What follows belongs to an exercise in optimizing a design on an open flow for small area, a short achievable clock period and few clock cycles per item; a production flow would make more cautious choices. Function was not checked in any run shown here: the RTL went through the layout flow alone. No activity file was given, so power comes from the tool's default toggle rates.

### flow/config.mk
export PLATFORM = sky130hd
export DESIGN_NAME = ws2812_axil_slave
export DESIGN_NICKNAME = ws2812_axil_slave
export VERILOG_FILES = /design/flow/design.v
export SDC_FILE = /design/flow/constraint.sdc
export NUM_CORES = 4
export LEC_CHECK = 0
export CAP_MARGIN = 20
export CORE_MARGIN = 2
export CORE_UTILIZATION = 55
export CTS_CLUSTER_DIAMETER = 70
export CTS_CLUSTER_SIZE = 28
export SETUP_SLACK_MARGIN = 2.7
export SLEW_MARGIN = 20
export TNS_END_PERCENT = 20
### flow/constraint.sdc
create_clock -name core_clock -period 5.0 [get_ports {S_AXI_ACLK}]
set_input_delay 1.0000 -clock core_clock [delete_from_list [all_inputs] [get_ports {S_AXI_ACLK}]]
set_output_delay 1.0000 -clock core_clock [all_outputs]
set_load 0.01 [all_outputs]
### flow/design.v
module ws2812_axil_slave #(
    parameter int unsigned C_S_AXI_DATA_WIDTH = 32,
    parameter int unsigned C_S_AXI_ADDR_WIDTH = 9,
    parameter int unsigned C_NUM_PIXELS       = 64
) (
    input  logic                            S_AXI_ACLK,
    input  logic                            S_AXI_ARESETN,
    input  logic [C_S_AXI_ADDR_WIDTH-1:0]   S_AXI_AWADDR,
    input  logic [2:0]                      S_AXI_AWPROT,
    input  logic                            S_AXI_AWVALID,
    output logic                            S_AXI_AWREADY,
    input  logic [C_S_AXI_DATA_WIDTH-1:0]   S_AXI_WDATA,
    input  logic [C_S_AXI_DATA_WIDTH/8-1:0] S_AXI_WSTRB,
    input  logic                            S_AXI_WVALID,
    output logic                            S_AXI_WREADY,
    output logic [1:0]                      S_AXI_BRESP,
    output logic                            S_AXI_BVALID,
    input  logic                            S_AXI_BREADY,
    input  logic [C_S_AXI_ADDR_WIDTH-1:0]   S_AXI_ARADDR,
    input  logic [2:0]                      S_AXI_ARPROT,
    input  logic                            S_AXI_ARVALID,
    output logic                            S_AXI_ARREADY,
    output logic [C_S_AXI_DATA_WIDTH-1:0]   S_AXI_RDATA,
    output logic [1:0]                      S_AXI_RRESP,
    output logic                            S_AXI_RVALID,
    input  logic                            S_AXI_RREADY,
    input  logic [5:0]                      px_addr,
    output logic [23:0]                     px_data,
    input  logic                            tx_busy,
    output logic                            tx_start,
    output logic [7:0]                      tx_len
);
    localparam int unsigned NPX = 64;    
    logic [7:0]  ctrl_len;
    logic [1:0]  busy_sync;
    logic [23:0] ring [NPX];             
    logic [2:0]  rot;                    
    logic [2:0]  rl [8];                 
    function automatic logic is_ctrl(input logic [8:0] a);
        is_ctrl = a[8:2] == 7'd0;
    endfunction
    function automatic logic is_stat(input logic [8:0] a);
        is_stat = a[8:2] == 7'd1;
    endfunction
    always_ff @(posedge S_AXI_ACLK) begin
        for (int j = 0; j < 8; j++)
            rl[j] <= S_AXI_ARESETN ? rl[j] + 3'd1 : 3'(j);
    end
    assign rot = rl[0];
    logic        aw_v, w_v, exec;           
    logic [7:0]  d_lo, d_hi;
    logic        aw_pix, aw_ctrl, aw_err;
    logic [23:0] w_data;
    logic [2:0]  w_strb;
    logic [1:0]  b_cnt;                     
    logic        b_err1;                    
    logic        aw_hs, w_hs, b_pop;
    logic        aw_v_n, w_v_n, exec_n;
    logic [1:0]  b_cnt_n;
    logic [2:0]  aw_slot;
    logic [7:0]  d_lo_n, d_hi_n;
    logic        aw_pix_n;
    logic [2:0]  w_strb_n;
    logic [47:0] tap_en, tap_en_n;          
    assign aw_hs   = S_AXI_AWVALID & S_AXI_AWREADY;
    assign w_hs    = S_AXI_WVALID & S_AXI_WREADY;
    assign b_pop   = S_AXI_BVALID & S_AXI_BREADY;
    assign aw_v_n  = aw_hs | (aw_v & ~exec);
    assign w_v_n   = w_hs | (w_v & ~exec);
    assign b_cnt_n = b_cnt + {1'b0, exec} - {1'b0, b_pop};
    assign aw_slot  = S_AXI_AWADDR[4:2] - rot - 3'd2;
    assign d_lo_n   = aw_hs ? (8'd1 << aw_slot) : {d_lo[0], d_lo[7:1]};
    assign aw_pix_n = aw_hs ? S_AXI_AWADDR[8] : aw_pix;
    assign d_hi_n   = aw_hs ? (S_AXI_AWADDR[8] ? (8'd1 << S_AXI_AWADDR[7:5]) : 8'd0) : d_hi;
    assign exec_n   = aw_v_n & w_v_n & ~b_cnt_n[1] & (~aw_pix_n | d_lo_n[0] | d_lo_n[4]);
    assign tx_len   = ctrl_len;
    assign w_strb_n = w_hs ? S_AXI_WSTRB[2:0] : w_strb;
    always_comb begin
        for (int h = 0; h < 8; h++) begin
            tap_en_n[6*h +: 3]     = {3{exec_n & d_hi_n[h] & d_lo_n[0]}} & w_strb_n;
            tap_en_n[6*h + 3 +: 3] = {3{exec_n & d_hi_n[h] & d_lo_n[4]}} & w_strb_n;
        end
    end
    always_ff @(posedge S_AXI_ACLK or negedge S_AXI_ARESETN) begin
        if (!S_AXI_ARESETN) begin
            aw_v          <= 1'b0;
            w_v           <= 1'b0;
            exec          <= 1'b0;
            b_cnt         <= 2'd0;
            S_AXI_BVALID  <= 1'b0;
            S_AXI_AWREADY <= 1'b1;
            S_AXI_WREADY  <= 1'b1;
            ctrl_len      <= 8'd0;
            tx_start      <= 1'b0;
        end else begin
            aw_v          <= aw_v_n;
            w_v           <= w_v_n;
            exec          <= exec_n;
            b_cnt         <= b_cnt_n;
            S_AXI_BVALID  <= b_cnt_n != 2'd0;
            S_AXI_AWREADY <= ~aw_v_n | exec_n;
            S_AXI_WREADY  <= ~w_v_n | exec_n;
            tx_start      <= exec & aw_ctrl & w_strb[0] & w_data[0];
            if (exec && aw_ctrl && w_strb[1])
                ctrl_len <= w_data[15:8];
        end
    end
    always_ff @(posedge S_AXI_ACLK) begin
        d_lo   <= d_lo_n;
        d_hi   <= d_hi_n;
        tap_en <= tap_en_n;    
        aw_pix <= aw_pix_n;
        if (aw_hs) begin
            aw_ctrl <= is_ctrl(S_AXI_AWADDR);
            aw_err  <= ~S_AXI_AWADDR[8] & ~is_ctrl(S_AXI_AWADDR);
        end
        if (w_hs) begin
            w_data <= S_AXI_WDATA[23:0];
            w_strb <= S_AXI_WSTRB[2:0];
        end
    end
    always_ff @(posedge S_AXI_ACLK) begin
        if (exec && (b_cnt == 2'd0 || (b_cnt == 2'd1 && b_pop)))
            S_AXI_BRESP <= {aw_err, 1'b0};
        else if (b_pop)
            S_AXI_BRESP <= {b_err1, 1'b0};
        if (exec)
            b_err1 <= aw_err;
    end
    always_ff @(posedge S_AXI_ACLK) begin
        for (int h = 0; h < 8; h++) begin
            for (int l = 0; l < 8; l++) begin
                ring[8*h + l] <= ring[8*h + (l + 1) % 8];
                if (l % 4 == 0) begin
                    for (int b = 0; b < 3; b++) begin
                        if (tap_en[3*(2*h + l/4) + b])
                            ring[8*h + l][8*b +: 8] <= w_data[8*b +: 8];
                    end
                end
            end
        end
    end
    logic [23:0] px_next;
    always_comb begin
        logic [7:0]  lo, hi;
        logic [23:0] g;
        for (int j = 0; j < 8; j++)
            lo[j] = px_addr[2:0] == rl[j];
        hi = 8'd1 << px_addr[5:3];
        px_next = '0;
        for (int h = 0; h < 8; h++) begin
            g = '0;
            for (int l = 0; l < 8; l++)
                g = g | ({24{lo[l]}} & ring[8*h + l]);
            px_next = px_next | ({24{hi[h]}} & g);
        end
    end
    always_ff @(posedge S_AXI_ACLK or negedge S_AXI_ARESETN) begin
        if (!S_AXI_ARESETN)
            px_data <= 24'd0;
        else
            px_data <= px_next;
    end
    always_ff @(posedge S_AXI_ACLK or negedge S_AXI_ARESETN) begin
        if (!S_AXI_ARESETN)
            busy_sync <= 2'b00;
        else
            busy_sync <= {busy_sync[0], tx_busy};
    end
    logic        ar_pend, ar_hs, r_move;
    logic [7:0]  ar_hi, ar_lo;              
    logic [2:0]  ar_slot;
    logic [7:0]  ar_lo_n, ar_hi_n;
    logic [15:0] r_tap;                     
    logic        ar_ctrl, ar_stat, ar_err;
    logic [23:0] r_data, r_pix;
    logic        ar_pix;
    logic        r_err;
    assign ar_hs       = S_AXI_ARVALID & S_AXI_ARREADY;
    assign ar_slot     = S_AXI_ARADDR[4:2] - rot - 3'd1;
    assign ar_lo_n     = ar_hs ? 8'd1 << ar_slot : {ar_lo[0], ar_lo[7:1]};
    assign ar_hi_n     = ar_hs ? (S_AXI_ARADDR[8] ? (8'd1 << S_AXI_ARADDR[7:5]) : 8'd0) : ar_hi;
    assign r_move      = ar_pend & (~S_AXI_RVALID | S_AXI_RREADY) & (~ar_pix | ar_lo[0] | ar_lo[4]);
    assign S_AXI_RDATA = {8'd0, r_data};
    assign S_AXI_RRESP = {r_err, 1'b0};
    always_ff @(posedge S_AXI_ACLK or negedge S_AXI_ARESETN) begin
        if (!S_AXI_ARESETN) begin
            ar_pend       <= 1'b0;
            S_AXI_ARREADY <= 1'b1;
            S_AXI_RVALID  <= 1'b0;
        end else begin
            ar_pend       <= ar_hs | (ar_pend & ~r_move);
            S_AXI_ARREADY <= ~(ar_hs | (ar_pend & ~r_move));
            S_AXI_RVALID  <= r_move | (S_AXI_RVALID & ~S_AXI_RREADY);
        end
    end
    always_ff @(posedge S_AXI_ACLK) begin
        ar_lo <= ar_lo_n;
        ar_hi <= ar_hi_n;
        for (int h = 0; h < 8; h++) begin
            r_tap[2*h]     <= ar_hi_n[h] & ar_lo_n[0];
            r_tap[2*h + 1] <= ar_hi_n[h] & ar_lo_n[4];
        end
        if (ar_hs) begin
            ar_pix  <= S_AXI_ARADDR[8];
            ar_ctrl <= is_ctrl(S_AXI_ARADDR);
            ar_stat <= is_stat(S_AXI_ARADDR);
            ar_err  <= ~S_AXI_ARADDR[8] & ~is_ctrl(S_AXI_ARADDR) & ~is_stat(S_AXI_ARADDR);
        end
    end
    always_comb begin
        r_pix = '0;
        for (int h = 0; h < 8; h++)
            r_pix = r_pix | ({24{r_tap[2*h]}} & ring[8*h])
                          | ({24{r_tap[2*h + 1]}} & ring[8*h + 4]);
    end
    always_ff @(posedge S_AXI_ACLK) begin
        if (r_move) begin
            r_data <= r_pix | {8'd0, {8{ar_ctrl}} & ctrl_len, 8'd0} | {23'd0, ar_stat & busy_sync[1]};
            r_err  <= ar_err;
        end
    end
    logic unused_ok;
    assign unused_ok = ^{S_AXI_AWPROT, S_AXI_ARPROT, S_AXI_AWADDR[1:0], S_AXI_ARADDR[1:0],
                         S_AXI_WDATA[31:24], S_AXI_WSTRB[3]};
endmodule
### flow/flow/run.sh
#!/bin/bash
# The standard layout (standard.sh), except that the port buffers that
# global placement inserts are plain sky130_fd_sc_hd__buf_2 cells rather than
# the default pick, a delay cell. Every port still gets its buffer.
set -euo pipefail
bash standard.sh 'BUFFER_PORTS_ARGS=-buffer_cell sky130_fd_sc_hd__buf_2' finish > standard.log 2>&1
### flow/standard.sh
#!/bin/bash
# synth_recipe.tcl (not shown) runs the flow's synth.tcl, then flattens the netlist and writes it again
# the make line also repeats each setting of config.mk as NAME=value (left out here)
make -C /OpenROAD-flow-scripts/flow DESIGN_CONFIG=/design/flow/config.mk WORK_HOME=/design/flow/orfs CLKGATE_MAP_FILE= SYNTH_SCRIPT=/design/flow/synth_recipe.tcl "${@:-finish}"
==> metrics.md, run 1 <==
| Metric | Value |
|---|---|
| Initial core utilization | `about 56%` |
| Min Clock Period, post-route | `roughly 2.5 ns` |
| CTS tree | `done` |
| Slew HR | `10.7%` |
| Final nets | `around 4400` |
| Pins over their slew limit | `0` |
| Synth cell types | `54` |
| Static leakage | `approximately 23 nW` |
| PwrDens | `approximately 430 mW/mm²` |
| Deepest clock path buffer count | `3` |
| Die height | `317 µm` |
| Asr flop ratio synth | `2.61%` |
| CTS Buf Count | `80` |
| DR WL met3 | `about 18000 µm` |
| Endpoints failing setup | `0` |
| DRT iter0 DRCs | `between 4000 and 5000` |
| Port bufs | `118` |
| Multiplexer share of the synthesized area | `8.28%` |
| Placement row count | `roughly 110` |
| Number of global-route vias before repair | `about 36000` |
| Worst setup margin | `2.47 ns` |
| Largest family of logic cells by synthesized area | `compound AO/OA/AOI/OAI gates` |
| Overflow after GRT | `0` |
| Netlist Area Pre-Place | `around 0.054 mm²` |
| Post-route cell area | `approximately 0.061 mm²` |
| Prevailing post-synth register cell | `dfxtp_1` |
| Number of synthesized flops with an enable pin | `57` |
| Detail Placement HPWL | `105000 µm` |
| Peak supply drop | `around 300 µV` |
| Max Cap Viol | `0` |
| Antenna Nets Post-Route | `0` |
| Cell count after synthesis | `between 4000 and 5000` |
| Final Hold Viols | `0` |
| Part of the Yosys area used for sequential elements | `between 60% and 70%` |
| WL met2 | `slightly above 80000 µm` |
| Pre-CTS setup slack | `1.09 ns` |
| P_int | `between 15 and 20 mW` |
| GP Congestion | `~0.83` |
| Sw Pwr | `between 7 and 8 mW` |
| Area grow syn2layout | `13.9%` |
| # fillers | `between 7000 and 8000` |
| Synth Area in Adders | `less than 1%` |
| Gate power share | `between 10% and 20%` |
| Most frequent cells in the layout | `dfxtp_1 (1632), a22oi_1 (762), mux2_2 (396)` |
| Post-Synth Simple-Gate Area | `approximately 3.7%` |
| Syn avg cell area | `about 13 µm²` |
| Worst Skew | `about 0.036 ns` |
| Fmax | `roughly 390 MHz` |
| CP max FO | `14` |
| Top Metal Used | `met5` |
| Sink Count | `between 1500 and 2000` |
| CTS H-tree depth | `3` |
| Sequential power share | `58.4%` |
| Met1 wire length | `82700 µm` |
| Worst slew pin tran | `~1.3 ns` |
| RSZ-0062 raised after global routing | `yes` |
| Clock Power Share | `30.4%` |
| Switch share | `between 20% and 30%` |
| Crit Path Category | `input pin to flip-flop` |
| Status | `complete, no violations` |
| Share of cells above drive strength 1 | `24.2%` |
| Die W | `317 µm` |
| Startpoint types | `input pin` |
| Via count | `37160` |
| Commonest non-fill, non-tap cell in the layout | `dfxtp_1` |
| Die Area | `just over 0.1 mm²` |
| WP data required | `about 5.5 ns` |
| Post-synthesis xor/xnor area fraction | `less than 1%` |
| Part of the cycle the worst path needs | `about half` |
| Final core occ | `63.4%` |
| DR pass1 iterations | `6` |
| Routed WL per cell | `about 34 µm` |
| Yosys warns | `3` |
| FF-to-FF setup slack | `between 2 and 3 ns` |
| Clk Latency, worst-skew pair | `about 0.70 ns` |
| Crit end category | `flip-flop` |
| Antenna violations before repair | `5` |
| I/O pin count | `148` |
| Core area | `a little under 0.1 mm²` |
| Synth Area in Compound Gates | `approximately 17%` |
| Overall routed net length | `~190000 µm` |
| PnR Total Power | `26.4 mW` |
| Hold WC Path Type | `flip-flop to flip-flop` |
| Vias/cell | `6.62` |
| CP arrival | `approximately 3.0 ns` |
| Setup TNS | `0 ns` |
| Largest net degree at the start of global routing | `52` |
| Hold_buf cts | `0` |
| FF+latch count, synth | `about 1800` |
| Gr usage total | `a little under two fifths` |
| DRC Markers | `0` |
| Root Driver | `clkbuf_16` |
| DP Area | `around 0.056 mm²` |
| First-pass GRT wire length | `264000 µm` |
| Clock slew at reported path FFs | `about 0.10 ns` |
synthesized netlist by cell type (2+ instances only):
library cell | number | area share (%)
dfxtp_1 | 1660 | 62
a22oi_1 | 813 | 11
mux2_2 | 396 | 8.3
clkbuf_1 | 192 | 1.3
nand2_1 | 122 | 0.85
nand4_1 | 113 | 1.3
a41oi_1 | 96 | 1.6
nor2_1 | 77 | 0.54
a22o_1 | 67 | 1.1
a221oi_1 | 66 | 1.1
edfxtp_1 | 57 | 3.2
buf_2 | 55 | 0.51
o21ai_0 | 52 | 0.48
inv_1 | 50 | 0.35
dfrtp_1 | 43 | 2.0
a21oi_1 | 34 | 0.32
buf_1 | 33 | 0.23
nand3_1 | 20 | 0.19
buf_6 | 19 | 0.40
xor2_1 | 17 | 0.28
xnor2_1 | 15 | 0.24
ha_1 | 14 | 0.32
and3_1 | 13 | 0.15
buf_4 | 11 | 0.15
a2111oi_0 | 10 | 0.16
a2111oi_2 | 10 | 0.28
a222oi_1 | 9 | 0.17
a31oi_1 | 9 | 0.10
and2_1 | 9 | 0.10
nand2b_1 | 9 | 0.10
nor4_1 | 9 | 0.10
o2111a_1 | 8 | 0.17
nor3_1 | 7 | 0.065
a32oi_1 | 6 | 0.097
nor2b_1 | 6 | 0.070
xnor2_2 | 5 | 0.15
nand3b_1 | 4 | 0.056
nor3b_1 | 4 | 0.056
xnor2_4 | 4 | 0.20
clkbuf_2 | 3 | 0.028
dfstp_2 | 3 | 0.15
a21bo_2 | 2 | 0.037
or3b_2 | 2 | 0.032
registers in the layout, summed over array words and instances, names as in the netlist, 2 cells and up:
signal	cells
rl	24
w_strb	3
d_lo	8
w_data	24
tap_en	48
b_cnt	2
r_data	24
busy_sync	2
px_data	24
ar_hi	8
r_tap	16
ar_lo	8
ctrl_len	8
d_hi	8
ring	1536
critical path, stage by stage:
cell	delay [ns]
buf_12	0.15
xnor2_4	0.16
and3_4	0.28
buf_6	0.18
buf_12	0.17
a22oi_2	0.21
a41oi_2	0.18
a2111oi_2	0.34
nand4_1	0.32
final timing paths:
path / start / end / depth (start not counted)
max: px_addr[0] / px_data[20]$_DFF_PN0_ / 9
min: ring[15][11]$_DFF_P_ / ring[14][11]$_DFF_P_ / 0
max reg2reg: rl[6][1]$_SDFF_PN1_ / px_data[20]$_DFF_PN0_ / 8
min reg2reg: ring[15][11]$_DFF_P_ / ring[14][11]$_DFF_P_ / 0
max in group asynchronous: S_AXI_ARESETN / px_data[16]$_DFF_PN0_ / 2
min in group asynchronous: S_AXI_ARESETN / px_data[20]$_DFF_PN0_ / 1
logic make-up after synthesis:
group           Yosys count
compound gates         1185
xor+xnor                 41
other cells               1
buf+inv                 363
fa+ha+maj                15
flops                  1763
simple gates            400
mux                     397
power groups by stage:
stage	combinational (mW)	sequential (mW)	clock, mW
after floorplan	1.18	15.5	0
after global placement	2.17	15.7	0
after detailed placement	2.21	15.7	0
after CTS	2.81	15.4	8.09
after global routing	3.04	15.5	8.60
final	2.96	15.4	8.03
repair_timing:
action / in CTS / in global routing
buffers inserted: 67 / 9
gates cloned: 27 / 1
pin swaps: 81 / 21
gates resized for setup: 209 / 46
endpoints found under the setup margin: 113 / 114
stage by stage:
step           instances  hold WS [ns]
2_1_floorplan       4174         0.330
3_3_place_gp        5362         0.332
3_5_place_dp        5364         0.335
4_1_cts             5601         0.337
5_1_grt             5611         0.327
6_report            5612         0.332
final cells by class:
type,instances,area [µm²],share of cell area (%)
flip-flops and latches,1763,36100,58.8
multi-input cells,2059,17700,28.8
repair buffers,320,3250,5.29
clock buffers,115,2240,3.64
well taps,1276,1600,2.60
clock inverters,28,342,0.556
inverters,50,188,0.305
diodes,1,2.50,0.00407
layer usage:
metal	vias up	track usage, %
met3	371	7.18
met5	-	0
li1	15893	-
met1	18922	53.9
met2	1968	54.6
met4	6	11.9
==> inputs of run 2 (changes only) <==
--- a/flow/config.mk
+++ b/flow/config.mk
@@ -11,5 +11,5 @@
 export CTS_CLUSTER_DIAMETER = 70
 export CTS_CLUSTER_SIZE = 28
-export SETUP_SLACK_MARGIN = 2.7
+export SETUP_SLACK_MARGIN = 2.8
 export SLEW_MARGIN = 20
-export TNS_END_PERCENT = 20
+export TNS_END_PERCENT = 100
==> metrics.md, run 2 <==
| Metric | Value |
|---|---|
| Status | `complete, no violations` |
| Final core occ | `approximately 65%` |
| CTS tree | `done` |
| Top cell type's share of synthesized area | `61.6%` |
| Most frequent cells in the layout | `dfxtp_1 (1636), a22oi_1 (724), mux2_2 (396)` |
| Hold WC Path Type | `input pin to async pin` |
| Worst setup margin | `2.39 ns` |
| Slew HR | `between 15 and 20%` |
| Top Metal Used | `met4` |
| Part of the Yosys area used for sequential elements | `roughly 67%` |
| Fmax | `approximately 380 MHz` |
| Commonest non-fill, non-tap cell in the layout | `dfxtp_1` |
| Antenna violations before repair | `3` |
| Endpoints failing setup | `0` |
| CTS Buf Count | `85` |
| Worst slew pin tran | `around 1.3 ns` |
| Largest family of logic cells by synthesized area | `compound AO/OA/AOI/OAI gates` |
| WL met2 | `79700 µm` |
| Synth Area in Adders | `less than 1%` |
| Core area | `between 0.09 and 0.1 mm²` |
| Overflow after GRT | `0` |
| Die Area | `roughly 0.10 mm²` |
| Cell count after synthesis | `roughly 4200` |
| Yosys warns | `3` |
| FF+latch count, synth | `around 1800` |
| Die W | `roughly 320 µm` |
| First-pass GRT wire length | `between 200000 and 300000 µm` |
| Synth cell types | `between 50 and 60` |
| Synth Area in Compound Gates | `16.9%` |
| DRT iter0 DRCs | `roughly 4400` |
| Via count | `between 30000 and 40000` |
| Vias/cell | `around 6.6` |
| Post-synthesis xor/xnor area fraction | `less than 1%` |
| Clk Latency, worst-skew pair | `approximately 0.72 ns` |
| Root Driver | `clkbuf_16` |
| Peak supply drop | `362 µV` |
| Netlist Area Pre-Place | `approximately 0.054 mm²` |
| Placement row count | `around 110` |
| Multiplexer share of the synthesized area | `about 8.3%` |
| Crit end category | `flip-flop` |
| Clock slew at reported path FFs | `0.11 ns` |
| Overall routed net length | `188000 µm` |
| Hold WS | `approximately 0.3 ns` |
| Deepest clock path buffer count | `3` |
| Prevailing post-synth register cell | `dfxtp_1` |
| WP data required | `roughly 5.5 ns` |
| Static leakage | `23.3 nW` |
| Setup TNS | `0 ns` |
| Final Hold Viols | `0` |
| CP max FO | `6` |
| Number of synthesized flops with an enable pin | `57` |
| Pins over their slew limit | `0` |
| CP arrival | `roughly 3.1 ns` |
| Largest net degree at the start of global routing | `48` |
| Worst Reg-to-Reg Cells | `7` |
| Share of cells above drive strength 1 | `about 27%` |
| Post-Synth Simple-Gate Area | `3.70%` |
| Gr usage total | `36.6%` |
| Largest register FFs | `1536` |
| Routed WL per cell | `33.3 µm` |
| GP Congestion | `~0.83` |
| Syn avg cell area | `roughly 13 µm²` |
| Number of global-route vias before repair | `roughly 36000` |
| Startpoint types | `input pin` |
| Met1 wire length | `between 80000 and 90000 µm` |
| Hold_buf cts | `0` |
| Final nets | `roughly 4400` |
| RSZ-0062 raised after global routing | `yes` |
| Area contributors post-synth | `dfxtp_1 (62%), a22oi_1 (11%), mux2_2 (8.3%)` |
| Die height | `317 µm` |
| PnR Total Power | `between 20 and 30 mW` |
| Top reg by flops | `ring` |
| Top Registers | `ring (1536), tap_en (48)` |
| CTS H-tree depth | `3` |
| Asr flop ratio synth | `roughly 2.6%` |
| I/O pin count | `roughly 150` |
| Max Cap Viol | `0` |
| PwrDens | `about 430 mW/mm²` |
| Post-synth top cells | `dfxtp_1 (1660), a22oi_1 (813), mux2_2 (396)` |
| Port bufs | `roughly 120` |
| Top-count cell post-synth | `dfxtp_1` |
| DR WL met3 | `approximately 18000 µm` |
| Worst Skew | `~0.034 ns` |
| Detail Placement HPWL | `between 100000 and 150000 µm` |
| DR pass1 iterations | `6` |
| Initial core utilization | `between 50% and 60%` |
| DRC Markers | `0` |
| Antenna Nets Post-Route | `0` |
| Sink Count | `between 1500 and 2000` |
| Top cell type by total area after synthesis | `dfxtp_1` |
| Area grow syn2layout | `16.3%` |
| Part of the cycle the worst path needs | `52.3%` |
| Pre-CTS setup slack | `slightly above 1 ns` |
| Min Clock Period, post-route | `2.61 ns` |
| Crit Path Category | `input pin to flip-flop` |
## run 2: changes by cell type in the layout (fill, tap and decap cells not counted), moves of 16 or more
cell     delta
a22oi_1    -38
a22oi_2    +38
nor2_1     -22
buf_2      -19
buf_6      +18
nor2_2     +17
a41oi_1    -16
a41oi_2    +16
## run 2: cell type report
class | count | area (µm²)
Multi-Input combinational cell | 2063 | 18400
Fill cell | 7467 | 34200
Inverter | 50 | 203
Timing Repair Buffer | 337 | 3540
Clock inverter | 37 | 527
Tap cell | 1276 | 1600
Clock buffer | 113 | 2360
Antenna cell | 4 | 10.0
Sequential cell | 1763 | 36100
## run 2: cells by family (layout without fill, tap and decap cells)
| group | after synthesis | count (layout) |
|---|---|---|
| buffers and inverters | 363 | 537 |
| XOR/XNOR | 41 | 41 |
| adder cells (fa/ha/maj) | 15 | 15 |
| AND/OR/NAND/NOR | 400 | 415 |
| AO/OA/AOI/OAI | 1185 | 1185 |
| multiplexers | 397 | 397 |
| flip-flops | 1763 | 1763 |
| other | 1 | 14 |
## run 2: power by group
group          switching (mW)  internal [mW]  total (mW)
Sequential              0.606           14.8        15.4
Clock                    4.89           3.65        8.53
Combinational            2.02           1.15        3.17
Total                    7.52           19.6        27.2
## run 2: timing repair
action                                  4_1_cts  5_1_grt
gates cloned                                 31        1
pin swaps                                   125       76
buffers inserted                             87       25
endpoints found under the setup margin      139      159
gates resized for setup                     259      138
## run 2: layer usage
metal | vias up | track usage [%]
met2 | 1951 | 53.6
met3 | 356 | 7.33
met1 | 18958 | 53.7
met5 | - | 0
met4 | 0 | 13.3
li1 | 15963 | -
## run 2: worst max-delay path, cell delays in order
cell and delay, ns:
buf_12 0.14, buf_12 0.15, xnor2_4 0.20, and3_4 0.31
buf_12 0.17, buf_16 0.13, a22oi_2 0.16, a41oi_2 0.15
a2111oi_4 0.40, nand4_1 0.28
## run 2: path summary, 6_finish.rpt
kind / start / end / slack [ns]
max reg2reg: rl[1][2]$_SDFF_PN0_ / px_data[20]$_DFF_PN0_ / 2.48
max: px_addr[0] / px_data[2]$_DFF_PN0_ / 2.39
min reg2reg: ring[54][19]$_DFF_P_ / ring[53][19]$_DFF_P_ / 0.33
min in group core_clock: ring[54][19]$_DFF_P_ / ring[53][19]$_DFF_P_ / 0.33
min: S_AXI_ARESETN / ctrl_len[7]$_DFFE_PN0P_ / 0.31
max in group asynchronous: S_AXI_ARESETN / S_AXI_BVALID$_DFF_PN0_ / 3.65
## run 2: through the flow
| stage | instances | cell area [µm²] |
|---|---|---|
| after floorplan | 4174 | 54600 |
| after detailed placement | 5345 | 56100 |
| after global routing | 5641 | 62700 |
| final | 5643 | 62800 |
| after CTS | 5613 | 61800 |
| after global placement | 5345 | 56100 |
==> inputs of run 3 (changes only) <==
--- a/flow/config.mk
+++ b/flow/config.mk
@@ -11,5 +11,5 @@
 export CTS_CLUSTER_DIAMETER = 70
 export CTS_CLUSTER_SIZE = 28
-export SETUP_SLACK_MARGIN = 2.8
+export SETUP_SLACK_MARGIN = 3.0
 export SLEW_MARGIN = 20
-export TNS_END_PERCENT = 100
+export TNS_END_PERCENT = 10
==> metrics.md, run 3 <==
| Metric | Value |
|---|---|
| Status | `complete, no violations` |
| Final nets | `about 4500` |
| Part of the cycle the worst path needs | `49.4%` |
| Sequential power share | `57.2%` |
| Register Area | `0.0361 mm²` |
| Port bufs | `about 120` |
| DRC Markers | `0` |
| Crit Path Category | `input pin to flip-flop` |
| I/O pin count | `approximately 150` |
| CTS tree | `done` |
| FF+latch count, synth | `about 1800` |
| Initial core utilization | `55.6%` |
| WP data required | `approximately 5.5 ns` |
| Top reg by flops | `ring` |
| Min Clock Period, post-route | `approximately 2.5 ns` |
| Multi-input logic area | `around 0.018 mm²` |
| Clock slew at reported path FFs | `about 0.10 ns` |
| CP max stage cell | `a2111oi_4` |
| Finished Layout Cells | `~5700` |
| Buffers & Inverters on Critical Path | `3` |
| Commonest non-fill, non-tap cell in the layout | `dfxtp_1` |
| Static leakage | `about 24 nW` |
| Top-count cell post-synth | `dfxtp_1` |
| DR pass1 iterations | `6` |
| Final Hold Viols | `0` |
| Post-synth top cells | `dfxtp_1 (1660), a22oi_1 (813), mux2_2 (396)` |
| Sw Pwr | `7.47 mW` |
| Antenna Nets Post-Route | `0` |
| Placement row count | `approximately 110` |
| Deepest clock path buffer count | `3` |
| Cell mode on critical path | `buf_12` |
| Max incr delay on CP | `0.41 ns` |
| Startpoint types | `input pin` |
| Yosys warns | `3` |
| Die height | `around 320 µm` |
| Kind of cell adding the most delay to the critical path | `compound AO/OA/AOI/OAI gates` |
| Detail Placement HPWL | `between 100000 and 150000 µm` |
| Asr flop ratio synth | `about 2.6%` |
| Area contributors post-synth | `dfxtp_1 (62%), a22oi_1 (11%), mux2_2 (8.3%)` |
| Gr usage total | `37.9%` |
| Critical Path, Cell by Cell | `buf_16 -> xnor2_4 -> and3_4 -> buf_12 -> buf_12 -> a22oi_2 -> a41oi_2 -> a2111oi_4 -> nand4_1` |
| Setup TNS | `0 ns` |
| CTS Buf Count | `81` |
| Routed WL per cell | `between 30 and 40 µm` |
| Largest register FFs | `approximately 1500` |
| DRT iter0 DRCs | `5006` |
| CTS H-tree depth | `3` |
| CP arrival | `between 3 and 4 ns` |
| Top cell type's share of synthesized area | `between 60% and 70%` |
| CP max FO | `8` |
| Die Area | `a little over 0.1 mm²` |
| Die W | `roughly 320 µm` |
| P_int | `between 15 and 20 mW` |
| Worst Skew | `between 0.03 and 0.04 ns` |
| Number of synthesized flops with an enable pin | `57` |
| Synth cell types | `54` |
| Number of global-route vias before repair | `~36000` |
| Switch share | `27.6%` |
| Antenna violations before repair | `5` |
| First-pass GRT wire length | `~270000 µm` |
| Worst slew pin tran | `approximately 1.2 ns` |
| Share of cells above drive strength 1 | `around 28%` |
| Prevailing post-synth register cell | `dfxtp_1` |
| Hold WC Path Type | `flip-flop to flip-flop` |
| Netlist Area Pre-Place | `~0.054 mm²` |
| Clk Latency, worst-skew pair | `a little over 0.7 ns` |
| Endpoints failing setup | `0` |
| Slew HR | `18.9%` |
| RSZ-0062 raised after global routing | `yes` |
| Cell count after synthesis | `roughly 4200` |
| Crit end category | `flip-flop` |
| # fillers | `~7300` |
| GP Congestion | `~0.83` |
| Vias/cell | `6.69` |
| Top cell type by total area after synthesis | `dfxtp_1` |
| Fmax | `between 400 and 500 MHz` |
| Part of the Yosys area used for sequential elements | `between 60% and 70%` |
| Gate power share | `around an eighth` |
| Most frequent cells in the layout | `dfxtp_1 (1627), a22oi_1 (712), mux2_2 (396)` |
| Max Cap Viol | `0` |
| Core area | `roughly 0.097 mm²` |
| Top Registers | `ring (1536), tap_en (48)` |
| Clock Power Share | `between 30% and 40%` |
| Largest net degree at the start of global routing | `51` |
| Overall routed net length | `slightly below 200000 µm` |
| Via count | `about 38000` |
| Pins over their slew limit | `0` |
| PwrDens | `between 400 and 500 mW/mm²` |
| Area grow syn2layout | `17.6%` |
| Placed cell count | `~5300` |
| Peak supply drop | `roughly 350 µV` |
| Overflow after GRT | `0` |
| Syn avg cell area | `roughly 13 µm²` |
| Sink Count | `1763` |
| Root Driver | `clkbuf_16` |
## run 3: cell counts after synthesis
No cell type changed its count.
## run 3: through the flow
stage	worst slack, ns	utilization (%)	hold WS, ns	instance area (µm²)	power, mW
final	2.53	65.4	0.336	63400	27.1
after global routing	2.52	65.4	0.338	63400	27.7
after CTS	2.57	64.9	0.336	63000	26.9
after detailed placement	1.03	57.7	0.335	55900	17.9
after global placement	1.04	57.7	0.332	55900	17.9
after floorplan	2.28	-	0.330	54300	16.7
## run 3: what timing repair did
item | in CTS | in global routing
hold buffers | 0 | 0
endpoints found under the hold margin | 0 | 0
setup buffers | 131 | 20
resized for setup | 342 | 54
setup endpoints to repair | 196 | 220
gates cloned | 60 | 2
pin swaps | 120 | 41
## run 3: cells by family (layout without fill, tap and decap cells)
| group | Yosys count | in the layout | share of synthesized area (%) |
|---|---|---|---|
| other | 1 | 11 | 0.00695 |
| buffers and inverters | 363 | 594 | 3.00 |
| adder cells (fa/ha/maj) | 15 | 15 | 0.362 |
| AND/OR/NAND/NOR | 400 | 419 | 3.70 |
| flip-flops | 1763 | 1763 | 66.9 |
| XOR/XNOR | 41 | 42 | 0.874 |
| multiplexers | 397 | 397 | 8.28 |
| AO/OA/AOI/OAI | 1185 | 1185 | 16.9 |
## run 3: final timing paths
path | startpoint | end | slack (ns) | cells past startpoint
max | px_addr[0] | px_data[11]$_DFF_PN0_ | 2.53 | 9
min | ring[19][6]$_DFF_P_ | ring[18][6]$_DFF_P_ | 0.34 | 0
max reg2reg | rl[1][2]$_SDFF_PN0_ | px_data[11]$_DFF_PN0_ | 2.63 | 8
min reg2reg | ring[19][6]$_DFF_P_ | ring[18][6]$_DFF_P_ | 0.34 | 0
max in group asynchronous | S_AXI_ARESETN | px_data[21]$_DFF_PN0_ | 3.57 | 2
min in group asynchronous | S_AXI_ARESETN | px_data[1]$_DFF_PN0_ | 0.40 | 1
## run 3: final cells by class
cell class                 instances  share of cell area, %
inverter                          50                  0.296
sequential                      1763                   57.0
clock inverter                    24                  0.471
timing repair buffer             398                   7.27
multi-input combinational       2068                   28.7
tap                             1276                   2.52
antenna                            1                0.00394
clock buffer                     122                   3.73
## run 3: layer usage
layer  global-route usage [%]  part of all wire [%]
met5                        0                 0.029
met4                     13.3                   4.1
met3                     7.22                   9.7
met2                     56.2                    43
met1                     55.4                    43
## run 3: power groups by stage
| stage | Combinational [mW] | Clock [mW] | Sequential, mW |
|---|---|---|---|
| after detailed placement | 2.17 | 0 | 15.7 |
| after global routing | 3.48 | 8.69 | 15.5 |
| after CTS | 3.23 | 8.20 | 15.4 |
| after global placement | 2.16 | 0 | 15.7 |
| final | 3.41 | 8.18 | 15.5 |
| after floorplan | 1.18 | 0 | 15.5 |
==> inputs of run 4 (changes only) <==
==> flow/flow/run.sh (replaced) <==
#!/bin/bash
# The standard layout (standard.sh), except that the port buffers that
# global placement inserts are plain sky130_fd_sc_hd__buf_4 cells rather than
# the default pick, a delay cell. Every port still gets its buffer.
set -euo pipefail
bash standard.sh 'BUFFER_PORTS_ARGS=-buffer_cell sky130_fd_sc_hd__buf_4' finish > standard.log 2>&1
--- a/flow/config.mk
+++ b/flow/config.mk
@@ -11,5 +11,5 @@
 export CTS_CLUSTER_DIAMETER = 70
 export CTS_CLUSTER_SIZE = 28
-export SETUP_SLACK_MARGIN = 3.0
+export SETUP_SLACK_MARGIN = 2.7
 export SLEW_MARGIN = 20
-export TNS_END_PERCENT = 10
+export TNS_END_PERCENT = 20
==> metrics.md, run 4 <==
| Metric | Value |
|---|---|
| # fillers | `between 7000 and 8000` |
| Status | `complete, no violations` |
| Crit end category | `flip-flop` |
| Hold WS | `0.329 ns` |
| Gr usage total | `between 30% and 40%` |
| First-pass GRT wire length | `264000 µm` |
| Die height | `317 µm` |
| CTS H-tree depth | `3` |
| Area grow syn2layout | `14.0%` |
| FF+latch count, synth | `between 1500 and 2000` |
| Most frequent cells in the layout | `dfxtp_1 (1635), a22oi_1 (770), mux2_2 (396)` |
| Top-count cell post-synth | `dfxtp_1` |
| Top cell type by total area after synthesis | `dfxtp_1` |
| Deepest clock path buffer count | `3` |
| Vias/cell | `6.69` |
| Min Clock Period, post-route | `2.55 ns` |
| Overflow after GRT | `0` |
| Hold Crit Start | `ring[54][22]$_DFF_P_` |
| Worst flop-to-flop path endpoint | `px_data[1]$_DFF_PN0_` |
| Critical Path, Cell by Cell | `buf_16 -> xnor2_4 -> buf_12 -> and3_2 -> a22oi_1 -> nand4_1 -> a2111oi_2 -> nand4_1` |
| Yosys warns | `3` |
| Number of global-route vias before repair | `around 36000` |
| CP max stage cell | `a2111oi_2` |
| Top cell type's share of synthesized area | `61.6%` |
| Synth cell types | `54` |
| Clk Latency, worst-skew pair | `slightly above 0.7 ns` |
| Area contributors post-synth | `dfxtp_1 (62%), a22oi_1 (11%), mux2_2 (8.3%)` |
| Initial core utilization | `55.6%` |
| CTS tree | `done` |
| Syn avg cell area | `13.0 µm²` |
| Number of synthesized flops with an enable pin | `57` |
| Share of cells above drive strength 1 | `23.3%` |
| Core area | `~0.097 mm²` |
| Final Hold Viols | `0` |
| Prevailing post-synth register cell | `dfxtp_1` |
| Hold_buf cts | `0` |
| Netlist Area Pre-Place | `around 0.054 mm²` |
| Pre-CTS setup slack | `between 1 and 1.5 ns` |
| Pins over their slew limit | `0` |
| Largest register FFs | `between 1500 and 2000` |
| Clock slew at reported path FFs | `~0.11 ns` |
| Die W | `~320 µm` |
| DRC Markers | `0` |
| Post-synth top cells | `dfxtp_1 (1660), a22oi_1 (813), mux2_2 (396)` |
| Max Cap Viol | `0` |
| Peak supply drop | `between 200 and 300 µV` |
| Hold-critical path depth | `0` |
| CTS Buf Count | `81` |
| PnR Total Power | `about 27 mW` |
| Port bufs | `approximately 120` |
| Hold WC Path Type | `flip-flop to flip-flop` |
| Antenna Nets Post-Route | `0` |
| Max incr delay on CP | `about 0.4 ns` |
| RSZ-0062 raised after global routing | `yes` |
| Commonest non-fill, non-tap cell in the layout | `dfxtp_1` |
| DRT iter0 DRCs | `roughly 5000` |
| Asr flop ratio synth | `between 2 and 3%` |
| DR pass1 iterations | `7` |
| Cell mode on critical path | `nand4_1` |
| Final nets | `between 4000 and 5000` |
| CP max FO | `11` |
| Startpoint types | `input pin` |
| Top reg by flops | `ring` |
| GP Congestion | `0.802` |
| Setup TNS | `0 ns` |
| Antenna violations before repair | `5` |
| Part of the cycle the worst path needs | `approximately half` |
| Overall routed net length | `~190000 µm` |
| Die Area | `between 0.1 and 0.15 mm²` |
| Via count | `37405` |
| Worst Reg-to-Reg Cells | `7` |
| I/O pin count | `148` |
| Crit Path Category | `input pin to flip-flop` |
| Fmax | `392 MHz` |
| WP data required | `between 5 and 6 ns` |
| Placement row count | `~110` |
| Worst slew pin tran | `roughly 1.2 ns` |
| Root Driver | `clkbuf_16` |
| Slew HR | `approximately a fifth` |
| DP Area | `roughly 0.056 mm²` |
| Endpoints failing setup | `0` |
| Part of the Yosys area used for sequential elements | `between 60% and 70%` |
| Worst hold path endpoint | `ring[53][22]$_DFF_P_` |
| Detail Placement HPWL | `101000 µm` |
| Static leakage | `22.9 nW` |
| PwrDens | `between 400 and 500 mW/mm²` |
| Worst setup margin | `~2.4 ns` |
| Reg2reg start | `rl[2][1]$_SDFF_PN1_` |
| Cell count after synthesis | `around 4200` |
| FF-to-FF setup slack | `2.55 ns` |
| Sink Count | `between 1500 and 2000` |
| Worst Skew | `0.0356 ns` |
| Routed WL per cell | `around 34 µm` |
| Post-route cell area | `0.0615 mm²` |
| CP arrival | `~3.1 ns` |
| Largest net degree at the start of global routing | `53` |
| Top Registers | `ring (1536), tap_en (48)` |
[run 4: worst max path at each step]
stage / endpoint / slack, ns / startpoint / depth (start not counted)
floorplan: px_data[1]$_DFF_PN0_ / 2.28 / px_addr[1] / 10
global placement: px_data[13]$_DFF_PN0_ / 1.21 / px_addr[0] / 8
detailed placement: px_data[13]$_DFF_PN0_ / 1.19 / px_addr[1] / 8
CTS: S_AXI_AWREADY / 2.56 / S_AXI_AWREADY$_DFF_PN1_ / 1
global route: px_data[2]$_DFF_PN0_ / 2.45 / px_addr[0] / 9
finish: px_data[1]$_DFF_PN0_ / 2.45 / px_addr[1] / 8
[run 4: cell type report]
type	instances	area, µm²	share of cell area, %
diodes	3	7.51	0.0122
flip-flops and latches	1763	36100	58.7
inverters	50	188	0.305
repair buffers	293	3400	5.52
clock inverters	28	315	0.512
well taps	1276	1600	2.59
clock buffers	113	2330	3.78
multi-input cells	2065	17600	28.6
[run 4: where the power goes]
part	switching, mW	internal [mW]	total [mW]
Combinational	1.96	1.07	3.03
Clock	4.69	3.41	8.11
Sequential	0.612	14.8	15.5
Total	7.26	19.3	26.6
[run 4: cells by family (layout without fill, tap and decap cells)]
kind of cell | after synthesis | count (layout) | synth area share, %
xor gates and xnor gates | 41 | 41 | 0.874
and+or+nand+nor | 400 | 417 | 3.70
muxes | 397 | 397 | 8.28
AOI/OAI and AO/OA | 1185 | 1185 | 16.9
other | 1 | 13 | 0.00695
buffers and inverters | 363 | 484 | 3.00
DFF | 1763 | 1763 | 66.9
adders and majority gates | 15 | 15 | 0.362
[run 4: critical path: cells and delay by family]
| family | cells | cell delay (ns) |
|---|---|---|
| AO/OA/AOI/OAI | 2 | 0.67 |
| XOR/XNOR | 1 | 0.21 |
| buffers and inverters | 2 | 0.33 |
| AND/OR/NAND/NOR | 3 | 0.83 |
[run 4: timing repair]
item	4_1_cts	5_1_grt
pin swaps	71	24
setup buffers	62	22
resized for setup	173	45
endpoints found under the setup margin	115	129
cloned	34	5
[run 4: metrics by stage]
stage               std cells  utilization [%]
floorplan                4174                -
global placement         5324             57.8
detailed placement       5324             57.8
CTS                      5561             62.9
global route             5588             63.4
finish                   5591             63.4
[run 4: metal layers]
layer	vias to the layer above	part of all wire, %	track usage (%)
li1	15855	-	-
met1	19055	43	54.2
met2	2095	42	53.6
met3	400	10	7.21
met4	0	4.2	13.7
met5	-	0	0

==> what the ideal ports hide <==
No port has a modelled driver above. Below, the same layouts with a new extraction and two added sets of constraints.
Step 1, drivers: a clkbuf_16 drives S_AXI_ACLK and a buf_2 each remaining input, both assumed.
Step 2 times the ports against the registers' clock, not the clock port: input delays grow and output delays shrink by t, the midpoint of the rising clock arrivals with the driver on.
Slacks: ideal ports / drivers / drivers and shift; pairs: ideal ports / drivers.
| run | t, ns | slack for setup (ns) | worst setup path after step 2 | worst data-port slew with drivers (ns) |
|---|---|---|---|---|
| run 1 | 0.768 | 2.467 / 2.422 / 1.654 | input to register | 0.14 |
| run 2 | 0.782 | 2.387 / 2.419 / 1.636 | input to register | 0.09 |
| run 3 | 0.766 | 2.528 / 2.477 / 1.710 | input to register | 0.21 |
| run 4 | 0.766 | 2.449 / 2.425 / 1.658 | input to register | 0.16 |
After both steps setup and hold are still met in every run listed. The setup slack of run 3, which loses most, moves by -0.051 ns with the drivers and by -0.818 ns with both steps.
